Source: an optimization exercise on an open RTL-to-GDS flow (aim: small area). Production flows keep margins and buffers that such runs may drop. Only simulation tests tie the RTL to the original design; equivalence was not proved. Power is estimated from default activity; no workload was simulated. No driver is modelled on the clock port, so clocking that relies on it looks cheaper here than on a real chip.

== old ==
==> flow/design.v <==
`timescale 1ns/1ns
module fl_aoi222
(
    input  logic a0, b0, a1, b1, a2, b2,
    output logic y
);
    assign y = !((a0 && b0) || (a1 && b1) || (a2 && b2));
endmodule
module fl_aoi22
(
    input  logic a0, b0, a1, b1,
    output logic y
);
    assign y = !((a0 && b0) || (a1 && b1));
endmodule
module fl_nand4
(
    input  logic a, b, c, d,
    output logic y
);
    assign y = !(a && b && c && d);
endmodule
module fl_nand3
(
    input  logic a, b, c,
    output logic y
);
    assign y = !(a && b && c);
endmodule
module fl_or6
(
    input  logic [5:0] a,
    output logic       y
);
    assign y = |a;
endmodule
module fl_and2
(
    input  logic a, b,
    output logic y
);
    assign y = a && b;
endmodule
`timescale 1ns/1ns
module frame_loader
(
    input  logic                      clk,
    input  logic                      reset,
    input  logic                      serial_in,
    input  logic                      rd_req_req,
    input  logic [6-1:0]        rd_req_addr,
    output logic                      rd_rsp_ack,
    output logic [32-1:0]        rd_rsp_data
);
    localparam int NW = 63;
    logic [32-1:0] shift_q;
    logic               hunt;        
    logic               primed;      
    logic               sync_q;      
    logic [4:0]         bit_cnt;     
    logic               wv;          
    logic               wv2;         
    logic [5:0]         rot;         
    logic [5:0]         cnt;         
    logic               ready;
    logic               full;        
    logic               pend;        
    logic [4:0]         wr_ph;       
    logic               wr_pt;       
    logic [15:0]        frame_count;
    logic [32-1:0] hold_q;
    logic [32-1:0] ring [0:NW-1];
    logic               ack_q;
    logic [32-1:0] rd_data_q;
    logic [32-1:0] shift_next;
    logic               match;
    logic               frame_end;
    logic               wr_a;
    logic               wr_b;
    assign shift_next = {shift_q[32-2:0], serial_in};
    assign match      = hunt && primed && (shift_next == 32'hF9A42BB1);
    assign frame_end  = wv2 && (cnt == 6'd63);
    assign wr_a = pend && ((cnt == 6'd63) ? (rot == 6'd31) : (bit_cnt == wr_ph && !wr_pt));
    assign wr_b = pend && ((cnt == 6'd63) ? (rot == 6'd0)  : (bit_cnt == wr_ph &&  wr_pt));
    always_ff @(posedge clk or posedge reset)
    begin
        if (reset)
        begin
            hunt        <= 1'b1;
            primed      <= 1'b0;
            sync_q      <= 1'b0;
            bit_cnt     <= '0;
            wv          <= 1'b0;
            wv2         <= 1'b0;
            rot         <= '0;
            cnt         <= '0;
            ready       <= 1'b0;
            full        <= 1'b0;
            pend        <= 1'b0;
            frame_count <= '0;
        end
        else
        begin
            sync_q  <= match;
            wv      <= !hunt && (bit_cnt == 5'd30);
            wv2     <= wv;
            rot     <= (rot == 6'd0) ? 6'd62 : rot - 6'd1;
            bit_cnt <= match ? 5'd31 : bit_cnt + 5'd1;
            pend    <= (pend && !wr_a && !wr_b) || wv;
            if (bit_cnt == 5'd30)
                primed <= 1'b1;
            if (match)
                hunt <= 1'b0;
            else if (frame_end)
                hunt <= 1'b1;
            if (frame_end)
                full <= 1'b1;
            if (wv)
                cnt <= (cnt == 6'd63) ? 6'd1 : cnt + 6'd1;
            if (sync_q)
                ready <= 1'b0;
            else if (wv && cnt == 6'd62)
                ready <= 1'b1;
            if (wv && cnt == 6'd62)
                frame_count <= frame_count + 16'd1;
        end
    end
    always_ff @(posedge clk)
    begin
        shift_q <= shift_next;
        if (wv)
            hold_q <= shift_q;
        if (wv && (cnt == 6'd63 || cnt == 6'd0))
        begin
            wr_ph <= rot[4:0];
            wr_pt <= rot[5];
        end
        for (int s = 0; s < NW; s++)
            ring[s] <= ring[(s + 1) % NW];
        if (wr_a)
            ring[30] <= hold_q;
        if (wr_b)
            ring[62] <= hold_q;
    end
    logic [5:0]         addr;
    logic [6:0]         sum;
    logic [5:0]         slot;
    logic               rd_start;
    logic               is_status;
    logic               addr_eq;
    logic               addr_lt;
    logic               sel_hold;
    logic               sel_ring;
    logic [NW-1:0]      sel;         
    logic               sel_h;       
    logic               sel_s;       
    logic               sel_k;       
    logic [32-1:0] status;
    logic [32-1:0] rd_next;
    assign addr = rd_req_addr;
    assign sum  = {1'b0, addr[0], addr[5:1]} + {1'b0, rot};
    assign slot = (sum >= 7'd63) ? 6'(sum - 7'd63) : sum[5:0];
    assign rd_start  = rd_req_req && !ack_q;
    assign is_status = (addr == '0);
    assign addr_eq   = (addr == cnt);
    assign addr_lt   = (addr < cnt);
    assign sel_hold  = !is_status && addr_eq && pend && !wv2;
    assign sel_ring  = !is_status && (addr_lt || (addr_eq && (!pend || (wv2 && full))) || (!addr_lt && !addr_eq && full));
    logic [7:0] dec_hi;
    logic [7:0] dec_lo;
    always_comb
    begin
        for (int h = 0; h < 8; h++)
            dec_hi[h] = rd_start && sel_ring && (slot[5:3] == 3'(h));
        for (int l = 0; l < 8; l++)
            dec_lo[l] = (slot[2:0] == 3'(l));
    end
    for (genvar s = 0; s < NW; s++)
    begin : g_dec
        fl_and2 i_and (.a(dec_hi[s / 8]), .b(dec_lo[s % 8]), .y(sel[s]));
    end
    assign sel_h  = rd_start && sel_hold;
    assign sel_s  = rd_start && is_status;
    assign sel_k  = !rd_start;
    assign status = {frame_count, 15'd0, ready};
    for (genvar b = 0; b < 32; b++)
    begin : g_bit
        logic [21:0] n;
        logic [5:0]  p;
        for (genvar g = 0; g < 21; g++)
        begin : g_grp
            fl_aoi222 i_ao
            (
                .a0 (sel[3*g]),   .b0 (ring[3*g][b]),
                .a1 (sel[3*g+1]), .b1 (ring[3*g+1][b]),
                .a2 (sel[3*g+2]), .b2 (ring[3*g+2][b]),
                .y  (n[g])
            );
        end
        if (b == 0 || b >= 16)
        begin : g_st
            fl_aoi222 i_ao
            (
                .a0 (sel_h), .b0 (hold_q[b]),
                .a1 (sel_s), .b1 (status[b]),
                .a2 (sel_k), .b2 (rd_data_q[b]),
                .y  (n[21])
            );
        end
        else
        begin : g_nst
            fl_aoi22 i_ao
            (
                .a0 (sel_h), .b0 (hold_q[b]),
                .a1 (sel_k), .b1 (rd_data_q[b]),
                .y  (n[21])
            );
        end
        fl_nand4 i_n0 (.a(n[0]),  .b(n[1]),  .c(n[2]),  .d(n[3]),  .y(p[0]));
        fl_nand4 i_n1 (.a(n[4]),  .b(n[5]),  .c(n[6]),  .d(n[7]),  .y(p[1]));
        fl_nand4 i_n2 (.a(n[8]),  .b(n[9]),  .c(n[10]), .d(n[11]), .y(p[2]));
        fl_nand4 i_n3 (.a(n[12]), .b(n[13]), .c(n[14]), .d(n[15]), .y(p[3]));
        fl_nand3 i_n4 (.a(n[16]), .b(n[17]), .c(n[18]), .y(p[4]));
        fl_nand3 i_n5 (.a(n[19]), .b(n[20]), .c(n[21]), .y(p[5]));
        fl_or6   i_or (.a(p), .y(rd_next[b]));
    end
    always_ff @(posedge clk or posedge reset)
    begin
        if (reset)
            ack_q <= 1'b0;
        else
            ack_q <= rd_req_req;
    end
    always_ff @(posedge clk)
    begin
        rd_data_q <= rd_next;
    end
    assign rd_rsp_ack  = ack_q;
    assign rd_rsp_data = rd_data_q;
endmodule
Settings: LEC_CHECK=0, CAP_MARGIN=20, CORE_MARGIN=2, CORE_UTILIZATION=72, CTS_CLUSTER_DIAMETER=90, CTS_CLUSTER_SIZE=32, SLEW_MARGIN=20, SYNTH_HIERARCHICAL=1, SYNTH_MINIMUM_KEEP_SIZE=0; clock period 10.0 ns.
standard.sh (not shown) runs the stock make flow with config.mk's settings and CLKGATE_MAP_FILE= SYNTH_SCRIPT=/design/flow/synth_recipe.tcl, a recipe that flattens the netlist after the stock synthesis.
==> flow/flow/run.sh <==
#!/bin/bash
# The standard layout (standard.sh) with two changes: clock tree synthesis
# adds no dummy loads, and the port buffers are the smallest buffer cell.
# Each tool's output is in orfs/logs/; make's output in standard.log.
set -e
export CTS_ARGS="-sink_clustering_enable -repair_clock_nets -dont_use_dummy_load -sink_clustering_size 32 -sink_clustering_max_diameter 90"
export BUFFER_PORTS_ARGS="-buffer_cell sky130_fd_sc_hd__buf_1"
bash standard.sh > standard.log 2>&1
old reached the final stage; the timing, DRC and antenna checks on its layout passed.
Setup changes, old to new
--- a/flow/design.v
+++ b/flow/design.v
@@ -4,16 +4,16 @@
     input  logic a0, b0, a1, b1, a2, b2,
     output logic y
 );
     assign y = !((a0 && b0) || (a1 && b1) || (a2 && b2));
 endmodule
-module fl_aoi22
-(
-    input  logic a0, b0, a1, b1,
-    output logic y
-);
-    assign y = !((a0 && b0) || (a1 && b1));
+module fl_nand2
+(
+    input  logic a, b,
+    output logic y
+);
+    assign y = !(a && b);
 endmodule
 module fl_nand4
 (
     input  logic a, b, c, d,
     output logic y
@@ -183,11 +183,11 @@
     assign sel_s  = rd_start && is_status;
     assign sel_k  = !rd_start;
     assign status = {frame_count, 15'd0, ready};
     for (genvar b = 0; b < 32; b++)
     begin : g_bit
-        logic [21:0] n;
+        logic [22:0] n;
         logic [5:0]  p;
         for (genvar g = 0; g < 21; g++)
         begin : g_grp
             fl_aoi222 i_ao
             (
@@ -207,23 +207,27 @@
                 .y  (n[21])
             );
         end
         else
         begin : g_nst
-            fl_aoi22 i_ao
-            (
-                .a0 (sel_h), .b0 (hold_q[b]),
-                .a1 (sel_k), .b1 (rd_data_q[b]),
-                .y  (n[21])
-            );
+            fl_nand2 i_nh (.a(sel_h), .b(hold_q[b]),    .y(n[21]));
+            fl_nand2 i_nk (.a(sel_k), .b(rd_data_q[b]), .y(n[22]));
         end
         fl_nand4 i_n0 (.a(n[0]),  .b(n[1]),  .c(n[2]),  .d(n[3]),  .y(p[0]));
         fl_nand4 i_n1 (.a(n[4]),  .b(n[5]),  .c(n[6]),  .d(n[7]),  .y(p[1]));
         fl_nand4 i_n2 (.a(n[8]),  .b(n[9]),  .c(n[10]), .d(n[11]), .y(p[2]));
         fl_nand4 i_n3 (.a(n[12]), .b(n[13]), .c(n[14]), .d(n[15]), .y(p[3]));
-        fl_nand3 i_n4 (.a(n[16]), .b(n[17]), .c(n[18]), .y(p[4]));
-        fl_nand3 i_n5 (.a(n[19]), .b(n[20]), .c(n[21]), .y(p[5]));
+        if (b == 0 || b >= 16)
+        begin : g_st5
+            fl_nand3 i_n4 (.a(n[16]), .b(n[17]), .c(n[18]), .y(p[4]));
+            fl_nand3 i_n5 (.a(n[19]), .b(n[20]), .c(n[21]), .y(p[5]));
+        end
+        else
+        begin : g_nst5
+            fl_nand4 i_n4 (.a(n[16]), .b(n[17]), .c(n[18]), .d(n[19]), .y(p[4]));
+            fl_nand3 i_n5 (.a(n[20]), .b(n[21]), .c(n[22]), .y(p[5]));
+        end
         fl_or6   i_or (.a(p), .y(rd_next[b]));
     end
     always_ff @(posedge clk or posedge reset)
     begin
         if (reset)
### Flow results
new reached the final stage; the timing, DRC and antenna checks on its layout passed.
When new is measured against old, its cell count turns out about 0.36% higher.
old -> new: power flat
Between new and old, the multiplexer share of the synthesized area figures differ only marginally.
Taking old as the reference, in new global-route usage went down by 0.15 points, insertion delay to the later sink of the worst-skew pair was more or less identical, HPWL after detailed placement was more or less identical, largest fanout on the critical path went up by about 60%.

## static timing again, ports no longer ideal
In the flow no input, the clock included, has a driving cell. The finished layouts below were timed again as built, in two steps. Step 1 sets driving cells, clkbuf_16 on the clock port and buf_2 on the other inputs (assumed; they add their load-dependent delay and slew). Step 2, shift: input delay + t, output delay - t, t = (earliest + latest rising clock arrival at the registers) / 2. This alone moves slack from input paths to output paths. Three values: ideal, step 1, step 2; two values: the first two.
run | shift t [ns] | setup slack, ns | worst setup path after step 2
old | 0.715 | 3.484 / 3.531 / 2.816 | input to register
new | 0.721 | 3.707 / 3.756 / 3.035 | input to register
After both steps setup and hold are still met in every run listed. For new, which loses most, drivers alone change the setup slack by +0.049 ns; drivers and shift together by -0.672 ns.
